This is an optimization exercise on Yosys and OpenROAD, whose aim is small area, a short achievable clock period and few clock cycles per item, not a production implementation.
Function not checked in this run: the RTL went through the layout flow alone.
No activity file was given, so power comes from the tool's default toggle rates.

### flow/run.sh
#!/bin/bash
# synth_recipe.tcl (not shown) runs the flow's synth.tcl, then flattens the netlist and writes it again
# the make line also repeats each setting of config.mk as NAME=value (left out here)
make -C /OpenROAD-flow-scripts/flow DESIGN_CONFIG=/design/flow/config.mk WORK_HOME=/design/flow/orfs CLKGATE_MAP_FILE= SYNTH_SCRIPT=/design/flow/synth_recipe.tcl finish
### flow/config.mk
export PLATFORM = sky130hd
export DESIGN_NAME = mem_responder
export DESIGN_NICKNAME = mem_responder
export VERILOG_FILES = /design/flow/design.v
export SDC_FILE = /design/flow/constraint.sdc
export NUM_CORES = 4
export LEC_CHECK = 0
export CAP_MARGIN = 20
export CORE_MARGIN = 2
export CORE_UTILIZATION = 40
export CTS_CLUSTER_DIAMETER = 80
export CTS_CLUSTER_SIZE = 25
export SETUP_SLACK_MARGIN = 2.4
export SLEW_MARGIN = 20
export SYNTH_HIERARCHICAL = 1
export SYNTH_MINIMUM_KEEP_SIZE = 0
### flow/constraint.sdc
create_clock -name core_clock -period 5.0 [get_ports {clk}]
set_input_delay 1.0000 -clock core_clock [delete_from_list [all_inputs] [get_ports {clk}]]
set_output_delay 1.0000 -clock core_clock [all_outputs]
set_load 0.01 [all_outputs]
### flow/design.v
module mem_responder (
  input  logic       clk,
  input  logic       rst,
  input  logic       f_req,
  input  logic [7:0] f_addr,
  output logic       f_ack,
  output logic [7:0] f_rdata,
  input  logic       d_req,
  input  logic       d_we,
  input  logic [7:0] d_addr,
  input  logic [7:0] d_wdata,
  output logic       d_ack,
  output logic [7:0] d_rdata,
  output logic       busy
);
  logic [255:0][7:0] mem_q;
  logic [255:0][7:0] mem_d;
  logic             f_ack_q, d_ack_q, busy_q;
  logic [7:0][1:0]  f_part, d_part, f_part_q, d_part_q;
  assign f_ack = f_ack_q;
  assign d_ack = d_ack_q;
  assign busy  = busy_q;
  always_ff @(posedge clk) begin
    f_ack_q <= f_req && !rst;
    d_ack_q <= d_req && !rst;
    busy_q  <= (f_req || d_req) && !rst;
  end
  logic        wen;
  logic [15:0] w_lo, w_hi, w_lo_n, w_hi_n;
  logic [255:0] row_we, row_hold;
  assign wen    = d_req && d_we && !rst;
  assign w_lo   = 16'(1) << d_addr[3:0];
  assign w_hi   = wen ? (16'(1) << d_addr[7:4]) : 16'h0000;
  assign w_lo_n = ~w_lo;
  assign w_hi_n = ~w_hi;
  for (genvar r = 0; r < 256; r++) begin : g_row
    mr_rowdec u_dec (.lo(w_lo[r % 16]), .hi(w_hi[r / 16]),
                     .lo_n(w_lo_n[r % 16]), .hi_n(w_hi_n[r / 16]),
                     .we(row_we[r]), .hold(row_hold[r]));
    for (genvar b = 0; b < 8; b++) begin : g_bit
      mr_bitnext u_nx (.q(mem_q[r][b]), .hold(row_hold[r]),
                       .wd(d_wdata[b]), .we(row_we[r]), .d(mem_d[r][b]));
    end
  end
  always_ff @(posedge clk) begin
    for (int r = 0; r < 256; r++) mem_q[r] <= mem_d[r];
  end
  mr_rdport u_frd (.addr(f_addr), .mem(mem_q), .part(f_part));
  mr_rdport u_drd (.addr(d_addr), .mem(mem_q), .part(d_part));
  always_ff @(posedge clk) begin
    f_part_q <= f_part;
    d_part_q <= d_part;
  end
  for (genvar b = 0; b < 8; b++) begin : g_out
    mr_or2 u_fo (.a(f_part_q[b][0]), .b(f_part_q[b][1]), .y(f_rdata[b]));
    mr_or2 u_do (.a(d_part_q[b][0]), .b(d_part_q[b][1]), .y(d_rdata[b]));
  end
endmodule
module mr_rowdec (
  input  logic lo,
  input  logic hi,
  input  logic lo_n,
  input  logic hi_n,
  output logic we,
  output logic hold
);
  assign we   = ~(lo_n | hi_n);
  assign hold = ~(lo & hi);
endmodule
module mr_bitnext (
  input  logic q,
  input  logic hold,
  input  logic wd,
  input  logic we,
  output logic d
);
  assign d = (q & hold) | (wd & we);
endmodule
module mr_rdport (
  input  logic [7:0]        addr,
  input  logic [255:0][7:0] mem,
  output logic [7:0][1:0]   part
);
  logic [31:0] lo;
  logic [7:0]  hi;
  assign lo = 32'(1) << addr[4:0];
  assign hi = 8'(1) << addr[7:5];
  for (genvar b = 0; b < 8; b++) begin : g_bit
    logic [7:0][2:0] p;
    for (genvar h = 0; h < 8; h++) begin : g_grp
      logic [31:0] m;
      logic [9:0]  t_n;
      for (genvar w = 0; w < 32; w++) begin : g_w
        assign m[w] = mem[h*32 + w][b];
      end
      for (genvar k = 0; k < 10; k++) begin : g_tri
        mr_aoi222 u_t (.m(m[3*k+2:3*k]), .s(lo[3*k+2:3*k]), .y(t_n[k]));
      end
      mr_nand4 u_p0 (.a(t_n[0]), .b(t_n[1]), .c(t_n[2]), .d(t_n[3]), .y(p[h][0]));
      mr_nand4 u_p1 (.a(t_n[4]), .b(t_n[5]), .c(t_n[6]), .d(t_n[7]), .y(p[h][1]));
      mr_last3 u_p2 (.t_n(t_n[9:8]), .m(m[31:30]), .s(lo[31:30]), .y(p[h][2]));
    end
    mr_part4 u_s0 (.p(p[3:0]), .hi(hi[3:0]), .y(part[b][0]));
    mr_part4 u_s1 (.p(p[7:4]), .hi(hi[7:4]), .y(part[b][1]));
  end
endmodule
module mr_aoi222 (
  input  logic [2:0] m,
  input  logic [2:0] s,
  output logic       y
);
  assign y = ~((m[0] & s[0]) | (m[1] & s[1]) | (m[2] & s[2]));
endmodule
module mr_last3 (
  input  logic [1:0] t_n,
  input  logic [1:0] m,
  input  logic [1:0] s,
  output logic       y
);
  assign y = ~(t_n[0] & t_n[1] & ~((m[0] & s[0]) | (m[1] & s[1])));
endmodule
module mr_nand4 (
  input  logic a, b, c, d,
  output logic y
);
  assign y = ~(a & b & c & d);
endmodule
module mr_part4 (
  input  logic [3:0][2:0] p,
  input  logic [3:0]      hi,
  output logic            y
);
  logic [3:0] g_n;
  for (genvar h = 0; h < 4; h++) begin : g_grp
    assign g_n[h] = ~((p[h][0] | p[h][1] | p[h][2]) & hi[h]);
  end
  assign y = ~&g_n;
endmodule
module mr_or2 (
  input  logic a, b,
  output logic y
);
  assign y = a | b;
endmodule
==> results by group <==
Run status
  – Status: finished clean

Setup path
  – CP Capture Type: flop
  – Startpoint types: input port
  – Crit path required time: approximately 5700 ps
  – CP peak stage delay: about 800 ps
  – Slowest CP cell: a222oi_1
  – Critical path, cell by cell: buf_12 -> nand3b_1 -> buf_4 -> nor2_4 -> buf_6 -> buf_4 -> a222oi_1 -> nand4_1 -> o31ai_2 -> nand4_1
  – WP data arrival: a little under 4000 ps
  – Critical path class: input port to flop
  – Critical Path Fanout Max: 22

Synthesis
  – Yosys warns: 7
  – Top-area cell type share of the netlist area: 0.522
  – Main synth FF type: dfxtp_1
  – Syn avg cell area: around 12 um2
  – Syn_nets: approximately 6900
  – Cell with the most instances after synthesis: dfxtp_1
  – Commonest cells post-synth: dfxtp_1, a22o_1, a222oi_1
  – Post-synthesis sequential area ratio: 0.522
  – Distinct cells, synth: 30
  – FFs w/ async S/R, synth: 0
  – Synth top area cells: dfxtp_1, a22o_1, a222oi_1
  – Post-Syn Area: about 80000 um2
  – Number of synthesized flops with an enable pin: 0
  – Syn Inst Count: between 6000 and 7000
  – Synth area leader: dfxtp_1
  – #FFs+latches synth: approximately 2100

Global route
  – Pin count of the biggest net entering global routing: 106
  – Total GRT Usage: 0.422
  – First-pass GRT wire length: between 600000 and 700000 um
  – Initial antenna violation count: 26
  – Vias in the first global route: between 70000 and 80000
  – Grt ovf: 0

Floorplanning
  – Initial Utilization: 0.401
  – Die area: just over 200000 um2
  – CORE AREA: roughly 200000 um2
  – Num ports: 48
  – Die height: 451 um
  – # rows: 164
  – Die W: 451 um

Routing
  – Initial drt markers: roughly 24000
  – Vias: ~86000
  – Vias/cell: approximately 8.2
  – DRT Pass-1 Iters: 22
  – Routed WL per cell: around 44 um
  – Drt drc: 0
  – Final ANT Viol Nets: 0
  – Routed WL: between 400000 and 500000 um

CTS
  – Clock tree sinks: roughly 2100
  – Total CTS buffers: roughly 120
  – H-tree Lvls: 3
  – CTS tree: yes
  – Maximum root-to-sink buffer count: 3
  – Root Driver: clkbuf_16
  – Worst-path clk slew: about 100 ps
  – Latest clock arrival within the worst-skew pair: approximately 840 ps

Layout
  – Synth-to-layout area growth: 24.0%
  – Post-layout nets: between 7000 and 8000
  – Proportion of layout cells with a drive suffix above 1: 0.192
  – Fin area: slightly below 100000 um2
  – Fill count: between 15000 and 20000

STA
  – RSZ-0062 raised after global routing: yes
  – Final WS setup: approximately 1900 ps
  – Crit share post-route: 0.627
  – Clock Skew: between 50 and 60 ps
  – Fmax: around 320 MHz
  – Slew @ Worst Pin: approximately 1300 ps
  – Crit path time final: 3140 ps
  – Endpoints failing setup: 0
  – Setup TNS Final: 0 ps
  – Final Hold Vio Count: 0
  – Slew Limit Fails: 0
  – Slew headroom: 0.113

Hold path
  – Worst Hold Class: flop to flop

Power
  – Maximum VDD drop: between 0.3 and 0.4 mV
  – Pleak: roughly 35 nW
  – Power Density: 310 nW/um2

Placed design
  – Final GP Congestion: around 1.1
  – Port buffer count: between 40 and 50
  – Placed inst area: slightly below 90000 um2
  – Dpl ws: 79.8 ps
  – Post-DP HPWL: ~280000 um

Job
  – Max-Cap Viols: 0
[power by group]
| group | leakage [nW] | internal, mW | switching [mW] |
|---|---|---|---|
| logic | 15.8 | 0.583 | 1.32 |
| clock network | 2.02 | 5.16 | 6.57 |
| registers | 16.8 | 16.8 | 0.239 |
| total | 34.6 | 22.6 | 8.14 |
[flip-flops by register name (all words and copies together), names as in the netlist]
register / count
busy_q: 1
mem_q: 2048
f_ack_q: 1
d_ack_q: 1
f_part_q: 16
d_part_q: 16
[critical path: cells and delay by family]
kind	cells	cell delay, ps
buffers and inverters	4	630
AO/OA/AOI/OAI	2	1260
AND/OR/NAND/NOR	4	900
[Yosys stat by module (local to each module, per instance), a selection]
module	cells inside	flip-flops and latches
mem_responder	2189	2083
mr_part4	5	0
mr_rdport	56	0
mr_rowdec	2	0
mr_aoi222	1	0
mr_nand4	1	0
[cells by family (layout without fill, tap and decap cells)]
| logic type | Yosys count | in the layout | synth area share |
|---|---|---|---|
| DFF | 2083 | 2083 | 0.522 |
| and+or+nand+nor | 1143 | 1169 | 0.0688 |
| buffers and inverters | 19 | 940 | 0.00106 |
| AOI/OAI and AO/OA | 3584 | 3584 | 0.409 |
| other | 0 | 27 | 0 |
[metal layers]
metal | vias up | wire length (um) | track usage
li1 | 33178 | - | -
met4 | 18 | 48300 | 0.333
met2 | 8463 | 177000 | 0.575
met3 | 2066 | 76100 | 0.185
met1 | 42255 | 160000 | 0.514
met5 | - | 298 | 0.00237
[path summary, 6_finish.rpt]
path | start | end | slack (ps) | cells after the start
worst min register to register | mem_q[1009] | mem_q[1009] | 510 | 1
worst max-delay path | d_addr[4] | d_part_q[7] | 1860 | 10
worst max register to register | mem_q[1403] | d_part_q[7] | 2420 | 4
worst min-delay path | mem_q[1009] | mem_q[1009] | 510 | 1
[cells in the final DEF, fill, tap and decap left out, types with 26 or more instances in the layout]
master / Yosys / layout
diode_2: 0 / 27
o31ai_4: 0 / 47
dfxtp_1: 2083 / 2054
nor2_2: 0 / 180
a22o_1: 2048 / 2048
nand4_1: 289 / 289
buf_6: 0 / 61
nand2_2: 0 / 54
clkbuf_16: 0 / 133
nor2_1: 339 / 57
nor2_4: 0 / 128
nand3_1: 143 / 135
o31ai_1: 128 / 26
a22oi_1: 128 / 128
a222oi_1: 1280 / 1280
o31ai_2: 0 / 55
nand2_1: 277 / 219
buf_12: 0 / 143
buf_4: 0 / 434
[cell type report]
type	count	area, um2	area share
Sequential cell	2083	41800	0.421
Multi-Input combinational cell	4753	41100	0.415
Inverter	2	7.51	0.0000757
Antenna cell	27	67.6	0.000682
Clock buffer	126	3100	0.0312
Clock inverter	85	1030	0.0104
Tap cell	2656	3320	0.0335
Timing Repair Buffer	727	8720	0.0880
[metrics by stage]
stage	total power, mW	util	instances	hold WS [ps]
floorplan	17.9	-	6829	475
global placement	18.9	0.442	9876	487
detailed placement	18.9	0.442	9879	492
CTS	30.5	0.488	10332	518
global route	31.2	0.497	10434	529
finish	30.7	0.498	10459	514
[what timing repair did]
action / CTS / global route
hold buffers: 0 / 0
pin swaps: 228 / 171
cloned: 64 / 11
endpoints found under the setup margin: 2075 / 1057
resized for setup: 624 / 218
buffers inserted: 178 / 89

-- what the ideal ports hide --
The results above use ideal ports. As a check the final layout listed here was re-extracted and re-timed, cells and wires unchanged.
Step 1: set_driving_cell puts a clkbuf_16 on clk and a buf_2 on each other input, an assumption about the parent block.
Step 2 adds t to the input delays and takes it off the output delays; t is the mean of the earliest and latest rising clock arrival at the registers after step 1. Input paths then give back, and output paths get back, about the clock's delay inside the block.
Three values: no drivers, after step 1, after step 2; two values: the first two.
t (ns): 0.917
setup slack, ns: 1.863 / 1.883 / 0.966
worst slew at a driven data input, ns: 0.12
pins driven straight from the clock port: 1
After both steps setup and hold are still met in this run. The setup slack of this run moves by +0.020 ns with the drivers and by -0.897 ns with both steps.
